Background: an optimization exercise with open tools, aiming at small area. Do not read the settings as production practice.
Only simulation tests tie the RTL to the original design; equivalence was not proved.
Power is estimated from default activity; no workload was simulated.

==> amber: inputs <==
==> flow/design.v <==
package regfile_pkg;
    localparam int unsigned DEF_DATA_W   = 32;
    localparam int unsigned DEF_NUM_REGS = 32;
    localparam int unsigned DEF_NUM_RD   = 2;
    localparam int unsigned DEF_NUM_WR   = 2;
    typedef logic [0:0] clr_state_e;
    localparam clr_state_e IDLE  = 1'b0;
    localparam clr_state_e CLEAR = 1'b1;
endpackage
import regfile_pkg::*;
module regfile_scoreboard
#(
    parameter int unsigned NUM_REGS = DEF_NUM_REGS,
    parameter int unsigned NUM_RD   = DEF_NUM_RD,
    parameter int unsigned NUM_WR   = DEF_NUM_WR,
    parameter bit          ZERO_REG = 1'b1,
    localparam int unsigned AW      = (NUM_REGS > 2) ? $clog2(NUM_REGS) : 1
) (
    input  logic                         i_clk,
    input  logic                         i_reset_n,
    input  logic [NUM_WR-1:0][NUM_REGS-1:0] i_wr_hit,    
    input  logic [NUM_REGS-1:0]          i_alloc_hit,    
    input  logic                         i_accept,       
    input  logic [NUM_RD-1:0][NUM_REGS-1:0] i_rs_sel,    
    output logic [NUM_RD-1:0]            o_rs_busy_c
);
    localparam int unsigned LO = ZERO_REG ? 1 : 0;
    logic [NUM_REGS-1:0] busy_q;
    for (genvar i = 0; i < int'(NUM_REGS); i++) begin : g_busy
        if (i < int'(LO)) begin : g_zero
            assign busy_q[i] = 1'b0;
        end else begin : g_bit
            logic wr_any;
            always_comb begin
                wr_any = 1'b0;
                for (int w = 0; w < int'(NUM_WR); w++) wr_any = wr_any | i_wr_hit[w][i];
            end
            always_ff @(posedge i_clk or negedge i_reset_n) begin
                if (!i_reset_n) busy_q[i] <= 1'b0;
                else            busy_q[i] <= i_accept & (i_alloc_hit[i] | (busy_q[i] & ~wr_any));
            end
        end
    end
    always_comb begin
        for (int k = 0; k < int'(NUM_RD); k++) o_rs_busy_c[k] = |(busy_q & i_rs_sel[k]);
    end
endmodule
import regfile_pkg::*;
module regfile_mp
#(
    parameter int unsigned DATA_W   = DEF_DATA_W,
    parameter int unsigned NUM_REGS = DEF_NUM_REGS,
    parameter int unsigned NUM_RD   = DEF_NUM_RD,
    parameter int unsigned NUM_WR   = DEF_NUM_WR,
    parameter bit          BYPASS   = 1'b1,
    parameter bit          ZERO_REG = 1'b1,
    localparam int unsigned AW      = (NUM_REGS > 2) ? $clog2(NUM_REGS) : 1
) (
    input  logic                           i_clk,
    input  logic                           i_reset_n,
    input  logic [NUM_RD-1:0][AW-1:0]      i_rs_addr,
    output logic [NUM_RD-1:0][DATA_W-1:0]  o_rs_data,
    output logic [NUM_RD-1:0]              o_rs_busy,
    input  logic [NUM_WR-1:0][AW-1:0]      i_rd_addr,
    input  logic [NUM_WR-1:0][DATA_W-1:0]  i_rd_data,
    input  logic [NUM_WR-1:0]              i_rd_wren,
    input  logic                           i_alloc_en,
    input  logic [AW-1:0]                  i_alloc_addr,
    input  logic                           i_clr_req,
    output logic                           o_clr_busy
);
    localparam int unsigned LO = ZERO_REG ? 1 : 0;
    logic                                clr_q;      
    logic [AW-1:0]                       cnt_q;      
    logic                                accept;
    logic [NUM_WR-1:0]                   wr_ok;
    logic [NUM_WR-1:0][NUM_REGS-1:0]     wr_hit;     
    logic [NUM_WR-1:0][NUM_REGS-1:0]     wr_sel;     
    logic [NUM_REGS-1:0]                 wr_any;
    logic [NUM_REGS-1:0]                 alloc_hit;
    logic [NUM_RD-1:0][NUM_REGS-1:0]     rs_sel;     
    logic [NUM_RD-1:0][NUM_REGS-1:0]     rd_sel;     
    logic [NUM_RD-1:0][NUM_WR-1:0]       byp;        
    logic [NUM_RD-1:0]                   no_byp;
    logic [NUM_REGS-1:0]                 valid_q;
    logic [NUM_REGS-1:0][DATA_W-1:0]     mem_q;
    logic [NUM_REGS-1:0]                 sweep_hit;
    logic [NUM_RD-1:0]                   busy_c;
    assign accept = !clr_q && !i_clr_req;
    always_ff @(posedge i_clk or negedge i_reset_n) begin
        if (!i_reset_n)  clr_q <= 1'b0;
        else if (clr_q)  clr_q <= (cnt_q != AW'(NUM_REGS - 1));
        else             clr_q <= i_clr_req;
    end
    always_ff @(posedge i_clk) begin
        cnt_q <= clr_q ? cnt_q + AW'(1) : '0;
    end
    always_comb begin
        for (int w = 0; w < int'(NUM_WR); w++) begin
            wr_ok[w] = i_rd_wren[w] && accept && !(ZERO_REG && (i_rd_addr[w] == '0));
            for (int i = 0; i < int'(NUM_REGS); i++) wr_hit[w][i] = wr_ok[w] && (i_rd_addr[w] == AW'(i));
        end
        for (int i = 0; i < int'(NUM_REGS); i++) begin
            wr_any[i] = 1'b0;
            for (int w = int'(NUM_WR) - 1; w >= 0; w--) begin
                wr_sel[w][i] = wr_hit[w][i] && !wr_any[i];
                wr_any[i]    = wr_any[i] | wr_hit[w][i];
            end
            alloc_hit[i] = i_alloc_en && (i_alloc_addr == AW'(i)) && !(ZERO_REG && i == 0);
            sweep_hit[i] = (cnt_q == AW'(i));
        end
        for (int k = 0; k < int'(NUM_RD); k++) begin
            no_byp[k] = 1'b1;
            for (int w = int'(NUM_WR) - 1; w >= 0; w--) begin
                byp[k][w] = BYPASS && no_byp[k] && wr_ok[w] && (i_rd_addr[w] == i_rs_addr[k]);
                no_byp[k] = no_byp[k] && !byp[k][w];
            end
            for (int i = 0; i < int'(NUM_REGS); i++) begin
                rs_sel[k][i] = (i_rs_addr[k] == AW'(i));
                rd_sel[k][i] = rs_sel[k][i] && valid_q[i] && no_byp[k];
            end
        end
    end
    for (genvar i = 0; i < int'(NUM_REGS); i++) begin : g_reg
        if (i < int'(LO)) begin : g_zero
            assign valid_q[i] = 1'b0;
            assign mem_q[i]   = '0;
        end else begin : g_reg
            logic hold;
            always_ff @(posedge i_clk or negedge i_reset_n) begin
                if (!i_reset_n) valid_q[i] <= 1'b0;
                else if (clr_q) valid_q[i] <= valid_q[i] & !sweep_hit[i];
                else            valid_q[i] <= valid_q[i] | wr_any[i];
            end
            assign hold = !wr_any[i];
            for (genvar b = 0; b < int'(DATA_W); b++) begin : g_bit
                logic d;
                rf_ao222 u_wr (
                    .a0 (mem_q[i][b]),     .a1 (hold),
                    .b0 (i_rd_data[0][b]), .b1 (wr_sel[0][i]),
                    .c0 (i_rd_data[1][b]), .c1 (wr_sel[1][i]),
                    .y  (d)
                );
                always_ff @(posedge i_clk) mem_q[i][b] <= d;
            end
        end
    end
    localparam int unsigned NT = NUM_REGS - LO + NUM_WR;      
    localparam int unsigned NG = (NT + 2) / 3;                
    for (genvar k = 0; k < int'(NUM_RD); k++) begin : g_rd
        logic [3*NG-1:0] tsel;
        always_comb begin
            tsel = '0;
            for (int i = int'(LO); i < int'(NUM_REGS); i++) tsel[i - int'(LO)] = rd_sel[k][i];
            for (int w = 0; w < int'(NUM_WR); w++) tsel[NUM_REGS - LO + w] = byp[k][w];
        end
        for (genvar b = 0; b < int'(DATA_W); b++) begin : g_bit
            logic [3*NG-1:0] tdat;
            logic [NG-1:0]   grp_n;
            always_comb begin
                tdat = '0;
                for (int i = int'(LO); i < int'(NUM_REGS); i++) tdat[i - int'(LO)] = mem_q[i][b];
                for (int w = 0; w < int'(NUM_WR); w++) tdat[NUM_REGS - LO + w] = i_rd_data[w][b];
            end
            for (genvar g = 0; g < int'(NG); g++) begin : g_grp
                rf_aoi222 u_aoi (
                    .a0 (tdat[3*g]),   .a1 (tsel[3*g]),
                    .b0 (tdat[3*g+1]), .b1 (tsel[3*g+1]),
                    .c0 (tdat[3*g+2]), .c1 (tsel[3*g+2]),
                    .y  (grp_n[g])
                );
            end
            assign o_rs_data[k][b] = ~&grp_n;
        end
    end
    regfile_scoreboard #(
        .NUM_REGS (NUM_REGS),
        .NUM_RD   (NUM_RD),
        .NUM_WR   (NUM_WR),
        .ZERO_REG (ZERO_REG)
    ) u_scoreboard (
        .i_clk        (i_clk),
        .i_reset_n    (i_reset_n),
        .i_wr_hit     (wr_hit),
        .i_alloc_hit  (alloc_hit),
        .i_accept     (accept),
        .i_rs_sel     (rs_sel),
        .o_rs_busy_c  (busy_c)
    );
    always_comb begin
        o_rs_busy  = clr_q ? '0 : busy_c;
        o_clr_busy = clr_q;
    end
endmodule
module rf_ao222 (
    input  logic a0, a1, b0, b1, c0, c1,
    output logic y
);
    assign y = (a0 & a1) | (b0 & b1) | (c0 & c1);
endmodule
module rf_aoi222 (
    input  logic a0, a1, b0, b1, c0, c1,
    output logic y
);
    assign y = ~((a0 & a1) | (b0 & b1) | (c0 & c1));
endmodule
==> flow/run.sh <==
#!/bin/bash
# synth_recipe.tcl (not shown) runs the flow's synth.tcl, then flattens the netlist and writes it again
# the make line also repeats each setting of config.mk as NAME=value (left out here)
make -C /OpenROAD-flow-scripts/flow DESIGN_CONFIG=/design/flow/config.mk WORK_HOME=/design/flow/orfs CLKGATE_MAP_FILE= SYNTH_SCRIPT=/design/flow/synth_recipe.tcl finish
==> flow/config.mk <==
export PLATFORM = sky130hd
export DESIGN_NAME = regfile_mp
export DESIGN_NICKNAME = regfile_mp
export VERILOG_FILES = /design/flow/design.v
export SDC_FILE = /design/flow/constraint.sdc
export NUM_CORES = 4
export LEC_CHECK = 0
export CAP_MARGIN = 20
export CORE_MARGIN = 2
export CORE_UTILIZATION = 30
export PLACE_DENSITY = 0.45
export SLEW_MARGIN = 20
export SYNTH_HIERARCHICAL = 1
export SYNTH_MINIMUM_KEEP_SIZE = 0
==> flow/constraint.sdc <==
create_clock -name core_clock -period 7.0 [get_ports {i_clk}]
set_input_delay 1.4000 -clock core_clock [delete_from_list [all_inputs] [get_ports {i_clk}]]
set_output_delay 1.4000 -clock core_clock [all_outputs]
set_load 0.01 [all_outputs]
==> fjord (differences from amber) <==
--- a/flow/design.v
+++ b/flow/design.v
@@ -86,6 +86,9 @@
     logic [NUM_REGS-1:0][DATA_W-1:0]     mem_q;
     logic [NUM_REGS-1:0]                 sweep_hit;
     logic [NUM_RD-1:0]                   busy_c;
+    logic                                phase_q;
+    logic [NUM_WR-1:0][DATA_W-1:0]       wdat;       
+    logic [NUM_RD-1:0]                   rd_zero;    
     assign accept = !clr_q && !i_clr_req;
     always_ff @(posedge i_clk or negedge i_reset_n) begin
         if (!i_reset_n)  clr_q <= 1'b0;
@@ -95,6 +98,13 @@
     always_ff @(posedge i_clk) begin
         cnt_q <= clr_q ? cnt_q + AW'(1) : '0;
     end
+    always_ff @(posedge i_clk or negedge i_reset_n) begin
+        if (!i_reset_n) phase_q <= 1'b0;
+        else            phase_q <= !phase_q;
+    end
+    always_comb begin
+        for (int w = 0; w < int'(NUM_WR); w++) wdat[w] = i_rd_data[w] ^ {DATA_W{phase_q}};
+    end
     always_comb begin
         for (int w = 0; w < int'(NUM_WR); w++) begin
             wr_ok[w] = i_rd_wren[w] && accept && !(ZERO_REG && (i_rd_addr[w] == '0));
@@ -115,9 +125,11 @@
                 byp[k][w] = BYPASS && no_byp[k] && wr_ok[w] && (i_rd_addr[w] == i_rs_addr[k]);
                 no_byp[k] = no_byp[k] && !byp[k][w];
             end
+            rd_zero[k] = 1'b1;
             for (int i = 0; i < int'(NUM_REGS); i++) begin
                 rs_sel[k][i] = (i_rs_addr[k] == AW'(i));
-                rd_sel[k][i] = rs_sel[k][i] && valid_q[i] && no_byp[k];
+                rd_sel[k][i] = rs_sel[k][i] && valid_q[i];
+                rd_zero[k]   = rd_zero[k] && !(rs_sel[k][i] && valid_q[i]);
             end
         end
     end
@@ -135,34 +147,36 @@
             assign hold = !wr_any[i];
             for (genvar b = 0; b < int'(DATA_W); b++) begin : g_bit
                 logic d;
-                rf_ao222 u_wr (
-                    .a0 (mem_q[i][b]),     .a1 (hold),
-                    .b0 (i_rd_data[0][b]), .b1 (wr_sel[0][i]),
-                    .c0 (i_rd_data[1][b]), .c1 (wr_sel[1][i]),
+                rf_aoi222 u_wr (
+                    .a0 (mem_q[i][b]), .a1 (hold),
+                    .b0 (wdat[0][b]),  .b1 (wr_sel[0][i]),
+                    .c0 (wdat[1][b]),  .c1 (wr_sel[1][i]),
                     .y  (d)
                 );
                 always_ff @(posedge i_clk) mem_q[i][b] <= d;
             end
         end
     end
-    localparam int unsigned NT = NUM_REGS - LO + NUM_WR;      
+    localparam int unsigned NT = NUM_REGS - LO + 1;           
     localparam int unsigned NG = (NT + 2) / 3;                
     for (genvar k = 0; k < int'(NUM_RD); k++) begin : g_rd
         logic [3*NG-1:0] tsel;
         always_comb begin
             tsel = '0;
             for (int i = int'(LO); i < int'(NUM_REGS); i++) tsel[i - int'(LO)] = rd_sel[k][i];
-            for (int w = 0; w < int'(NUM_WR); w++) tsel[NUM_REGS - LO + w] = byp[k][w];
+            tsel[NUM_REGS - LO] = rd_zero[k];
         end
         for (genvar b = 0; b < int'(DATA_W); b++) begin : g_bit
             logic [3*NG-1:0] tdat;
             logic [NG-1:0]   grp_n;
+            logic            rd_enc;     
+            logic            out_n;
             always_comb begin
                 tdat = '0;
                 for (int i = int'(LO); i < int'(NUM_REGS); i++) tdat[i - int'(LO)] = mem_q[i][b];
-                for (int w = 0; w < int'(NUM_WR); w++) tdat[NUM_REGS - LO + w] = i_rd_data[w][b];
-            end
-            for (genvar g = 0; g < int'(NG); g++) begin : g_grp
+                tdat[NUM_REGS - LO] = phase_q;
+            end
+            for (genvar g = 0; g < int'(NT / 3); g++) begin : g_grp
                 rf_aoi222 u_aoi (
                     .a0 (tdat[3*g]),   .a1 (tsel[3*g]),
                     .b0 (tdat[3*g+1]), .b1 (tsel[3*g+1]),
@@ -170,7 +184,17 @@
                     .y  (grp_n[g])
                 );
             end
-            assign o_rs_data[k][b] = ~&grp_n;
+            for (genvar g = int'(NT / 3); g < int'(NG); g++) begin : g_rest
+                assign grp_n[g] = ~|(tdat[3*g +: 3] & tsel[3*g +: 3]);
+            end
+            assign rd_enc = ~&grp_n;
+            rf_aoi222 u_out (
+                .a0 (wdat[1][b]), .a1 (byp[k][1]),
+                .b0 (wdat[0][b]), .b1 (byp[k][0]),
+                .c0 (rd_enc),     .c1 (no_byp[k]),
+                .y  (out_n)
+            );
+            assign o_rs_data[k][b] = ~(out_n ^ phase_q);
         end
     end
     regfile_scoreboard #(
@@ -192,12 +216,6 @@
         o_clr_busy = clr_q;
     end
 endmodule
-module rf_ao222 (
-    input  logic a0, a1, b0, b1, c0, c1,
-    output logic y
-);
-    assign y = (a0 & a1) | (b0 & b1) | (c0 & c1);
-endmodule
 module rf_aoi222 (
     input  logic a0, a1, b0, b1, c0, c1,
     output logic y
==> flow/flow/run.sh (new file) <==
#!/bin/bash
# Standard layout with two changes: ports are buffered with the smallest buffer, and clock tree
# synthesis builds the tree from clkbuf_8 cells in clusters of at most 16 sinks and 60 um, with
# no dummy loads.
set -euo pipefail
bash standard.sh \
  "BUFFER_PORTS_ARGS=-buffer_cell sky130_fd_sc_hd__buf_1" \
  "CTS_ARGS=-sink_clustering_enable -repair_clock_nets -dont_use_dummy_load -buf_list sky130_fd_sc_hd__clkbuf_8 -sink_clustering_size 16 -sink_clustering_max_diameter 60" \
  finish > standard_flow.log 2>&1
==> flow/standard.sh (new file) <==
#!/bin/bash
# synth_recipe.tcl (not shown) runs the flow's synth.tcl, then flattens the netlist and writes it again
# the make line also repeats each setting of config.mk as NAME=value (left out here)
make -C /OpenROAD-flow-scripts/flow DESIGN_CONFIG=/design/flow/config.mk WORK_HOME=/design/flow/orfs CLKGATE_MAP_FILE= SYNTH_SCRIPT=/design/flow/synth_recipe.tcl "${@:-finish}"
--- a/flow/config.mk
+++ b/flow/config.mk
@@ -6,9 +6,13 @@
 export NUM_CORES = 4
 export LEC_CHECK = 0
 export CAP_MARGIN = 20
+export CELL_PAD_IN_SITES_DETAIL_PLACEMENT = 1
+export CELL_PAD_IN_SITES_GLOBAL_PLACEMENT = 1
 export CORE_MARGIN = 2
-export CORE_UTILIZATION = 30
-export PLACE_DENSITY = 0.45
+export CORE_UTILIZATION = 35
+export CTS_BUF_LIST = sky130_fd_sc_hd__clkbuf_4
+export PLACE_DENSITY = 0.5
+export SETUP_SLACK_MARGIN = 0.2
 export SLEW_MARGIN = 20
 export SYNTH_HIERARCHICAL = 1
 export SYNTH_MINIMUM_KEEP_SIZE = 0
removed: flow/run.sh
==> sierra (differences from amber) <==
--- a/flow/design.v
+++ b/flow/design.v
@@ -86,6 +86,10 @@
     logic [NUM_REGS-1:0][DATA_W-1:0]     mem_q;
     logic [NUM_REGS-1:0]                 sweep_hit;
     logic [NUM_RD-1:0]                   busy_c;
+    logic                                phase_q;
+    logic [NUM_WR-1:0][DATA_W-1:0]       wdat;       
+    logic [NUM_RD-1:0]                   rd_zero;    
+    logic [NUM_WR-1:0][DATA_W-1:0]       wdat_n;     
     assign accept = !clr_q && !i_clr_req;
     always_ff @(posedge i_clk or negedge i_reset_n) begin
         if (!i_reset_n)  clr_q <= 1'b0;
@@ -95,6 +99,16 @@
     always_ff @(posedge i_clk) begin
         cnt_q <= clr_q ? cnt_q + AW'(1) : '0;
     end
+    always_ff @(posedge i_clk or negedge i_reset_n) begin
+        if (!i_reset_n) phase_q <= 1'b0;
+        else            phase_q <= !phase_q;
+    end
+    always_comb begin
+        for (int w = 0; w < int'(NUM_WR); w++) begin
+            wdat[w]   = i_rd_data[w] ^ {DATA_W{phase_q}};
+            wdat_n[w] = ~i_rd_data[w];
+        end
+    end
     always_comb begin
         for (int w = 0; w < int'(NUM_WR); w++) begin
             wr_ok[w] = i_rd_wren[w] && accept && !(ZERO_REG && (i_rd_addr[w] == '0));
@@ -115,9 +129,11 @@
                 byp[k][w] = BYPASS && no_byp[k] && wr_ok[w] && (i_rd_addr[w] == i_rs_addr[k]);
                 no_byp[k] = no_byp[k] && !byp[k][w];
             end
+            rd_zero[k] = 1'b1;
             for (int i = 0; i < int'(NUM_REGS); i++) begin
                 rs_sel[k][i] = (i_rs_addr[k] == AW'(i));
-                rd_sel[k][i] = rs_sel[k][i] && valid_q[i] && no_byp[k];
+                rd_sel[k][i] = rs_sel[k][i] && valid_q[i];
+                rd_zero[k]   = rd_zero[k] && !(rs_sel[k][i] && valid_q[i]);
             end
         end
     end
@@ -135,34 +151,35 @@
             assign hold = !wr_any[i];
             for (genvar b = 0; b < int'(DATA_W); b++) begin : g_bit
                 logic d;
-                rf_ao222 u_wr (
-                    .a0 (mem_q[i][b]),     .a1 (hold),
-                    .b0 (i_rd_data[0][b]), .b1 (wr_sel[0][i]),
-                    .c0 (i_rd_data[1][b]), .c1 (wr_sel[1][i]),
+                rf_aoi222 u_wr (
+                    .a0 (mem_q[i][b]), .a1 (hold),
+                    .b0 (wdat[0][b]),  .b1 (wr_sel[0][i]),
+                    .c0 (wdat[1][b]),  .c1 (wr_sel[1][i]),
                     .y  (d)
                 );
                 always_ff @(posedge i_clk) mem_q[i][b] <= d;
             end
         end
     end
-    localparam int unsigned NT = NUM_REGS - LO + NUM_WR;      
+    localparam int unsigned NT = NUM_REGS - LO + 1;           
     localparam int unsigned NG = (NT + 2) / 3;                
     for (genvar k = 0; k < int'(NUM_RD); k++) begin : g_rd
         logic [3*NG-1:0] tsel;
         always_comb begin
             tsel = '0;
             for (int i = int'(LO); i < int'(NUM_REGS); i++) tsel[i - int'(LO)] = rd_sel[k][i];
-            for (int w = 0; w < int'(NUM_WR); w++) tsel[NUM_REGS - LO + w] = byp[k][w];
+            tsel[NUM_REGS - LO] = rd_zero[k];
         end
         for (genvar b = 0; b < int'(DATA_W); b++) begin : g_bit
             logic [3*NG-1:0] tdat;
             logic [NG-1:0]   grp_n;
+            logic            rd_n;
             always_comb begin
                 tdat = '0;
                 for (int i = int'(LO); i < int'(NUM_REGS); i++) tdat[i - int'(LO)] = mem_q[i][b];
-                for (int w = 0; w < int'(NUM_WR); w++) tdat[NUM_REGS - LO + w] = i_rd_data[w][b];
-            end
-            for (genvar g = 0; g < int'(NG); g++) begin : g_grp
+                tdat[NUM_REGS - LO] = phase_q;
+            end
+            for (genvar g = 0; g < int'(NT / 3); g++) begin : g_grp
                 rf_aoi222 u_aoi (
                     .a0 (tdat[3*g]),   .a1 (tsel[3*g]),
                     .b0 (tdat[3*g+1]), .b1 (tsel[3*g+1]),
@@ -170,7 +187,16 @@
                     .y  (grp_n[g])
                 );
             end
-            assign o_rs_data[k][b] = ~&grp_n;
+            for (genvar g = int'(NT / 3); g < int'(NG); g++) begin : g_rest
+                assign grp_n[g] = ~|(tdat[3*g +: 3] & tsel[3*g +: 3]);
+            end
+            assign rd_n = ~(~&grp_n ^ phase_q);
+            rf_aoi222 u_out (
+                .a0 (wdat_n[1][b]), .a1 (byp[k][1]),
+                .b0 (wdat_n[0][b]), .b1 (byp[k][0]),
+                .c0 (rd_n),         .c1 (no_byp[k]),
+                .y  (o_rs_data[k][b])
+            );
         end
     end
     regfile_scoreboard #(
@@ -192,12 +218,6 @@
         o_clr_busy = clr_q;
     end
 endmodule
-module rf_ao222 (
-    input  logic a0, a1, b0, b1, c0, c1,
-    output logic y
-);
-    assign y = (a0 & a1) | (b0 & b1) | (c0 & c1);
-endmodule
 module rf_aoi222 (
     input  logic a0, a1, b0, b1, c0, c1,
     output logic y
==> flow/flow/run.sh (new file) <==
#!/bin/bash
# Standard layout with two changes: ports are buffered with the smallest buffer, and clock tree
# synthesis inserts no dummy loads.
set -euo pipefail
bash standard.sh \
  "BUFFER_PORTS_ARGS=-buffer_cell sky130_fd_sc_hd__buf_1" \
  "CTS_ARGS=-sink_clustering_enable -repair_clock_nets -dont_use_dummy_load" \
  finish > standard_flow.log 2>&1
==> flow/standard.sh (new file) <==
#!/bin/bash
# synth_recipe.tcl (not shown) runs the flow's synth.tcl, then flattens the netlist and writes it again
# the make line also repeats each setting of config.mk as NAME=value (left out here)
make -C /OpenROAD-flow-scripts/flow DESIGN_CONFIG=/design/flow/config.mk WORK_HOME=/design/flow/orfs CLKGATE_MAP_FILE= SYNTH_SCRIPT=/design/flow/synth_recipe.tcl "${@:-finish}"
--- a/flow/config.mk
+++ b/flow/config.mk
@@ -7,8 +7,10 @@
 export LEC_CHECK = 0
 export CAP_MARGIN = 20
 export CORE_MARGIN = 2
-export CORE_UTILIZATION = 30
-export PLACE_DENSITY = 0.45
+export CORE_UTILIZATION = 35
+export CTS_BUF_LIST = sky130_fd_sc_hd__clkbuf_4
+export PLACE_DENSITY = 0.5
+export SETUP_SLACK_MARGIN = 0.2
 export SLEW_MARGIN = 20
 export SYNTH_HIERARCHICAL = 1
 export SYNTH_MINIMUM_KEEP_SIZE = 0
removed: flow/run.sh
==> qor summary <==
|  | fjord | sierra | amber |
|---|---|---|---|
| Outcome | timing/DRC/antenna clean | timing/DRC/antenna clean | complete, but fails checks |
| Layout check failures | - | - | negative setup slack |
| Mean area per synthesized cell | 11.5 sq um | 11.4 sq um | 10.1 sq um |
| Final net count | 4642 | 4734 | 5550 |
| Final standard cell utilization of the core | 42.2% | 43.2% | 38.6% |
| Clock-pin slew on the worst setup and hold paths | 0.08 ns | 0.05 ns | 0.06 ns |
| Clock distribution power | 0.00375 W | 0.00541 W | 0.00683 W |
| Fraction of final layout cells sized beyond drive strength 1 | 16.6% | 16.9% | 16.2% |
| Routed via count | 54.3k | 55.2k | 57.3k |
| Antenna diodes | 7 | 7 | 8 |
| Largest vdd supply drop | 0.152 mV | 0.208 mV | 0.232 mV |
| Post-Route Setup TNS | 0 ns | 0 ns | -0.314 ns |
| Worst-path fanout max | 23 | 22 | 10 |
| Logic power comb | 0.00260 W | 0.00237 W | 0.00177 W |

re-timing with driven ports:
How much do the figures lean on ideal ports? The routed layouts below were timed once more, with nothing changed but the port constraints. Step 1, drivers: a clkbuf_16 drives i_clk and a buf_2 each remaining input, both assumed. Step 2 moves the port delays by t, midway between the first and last clock arrival at a register: inputs arrive t later, outputs are due t later. That takes back most of the time a late clock gives input paths. Three values: no drivers, after step 1, after step 2; two values: the first two.
| run | shift t [ns] | setup slack, ns | worst slew at a driven data input, ns |
|---|---|---|---|
| amber | 0.847 | -0.078 / -0.113 / -0.113 | 0.09 |
| fjord | 0.934 | 0.190 / 0.150 / 0.150 | 0.06 |
| sierra | 0.812 | 0.135 / 0.109 / 0.109 | 0.18 |
For fjord, which loses most, drivers alone change the setup slack by -0.040 ns; drivers and shift together by -0.040 ns.
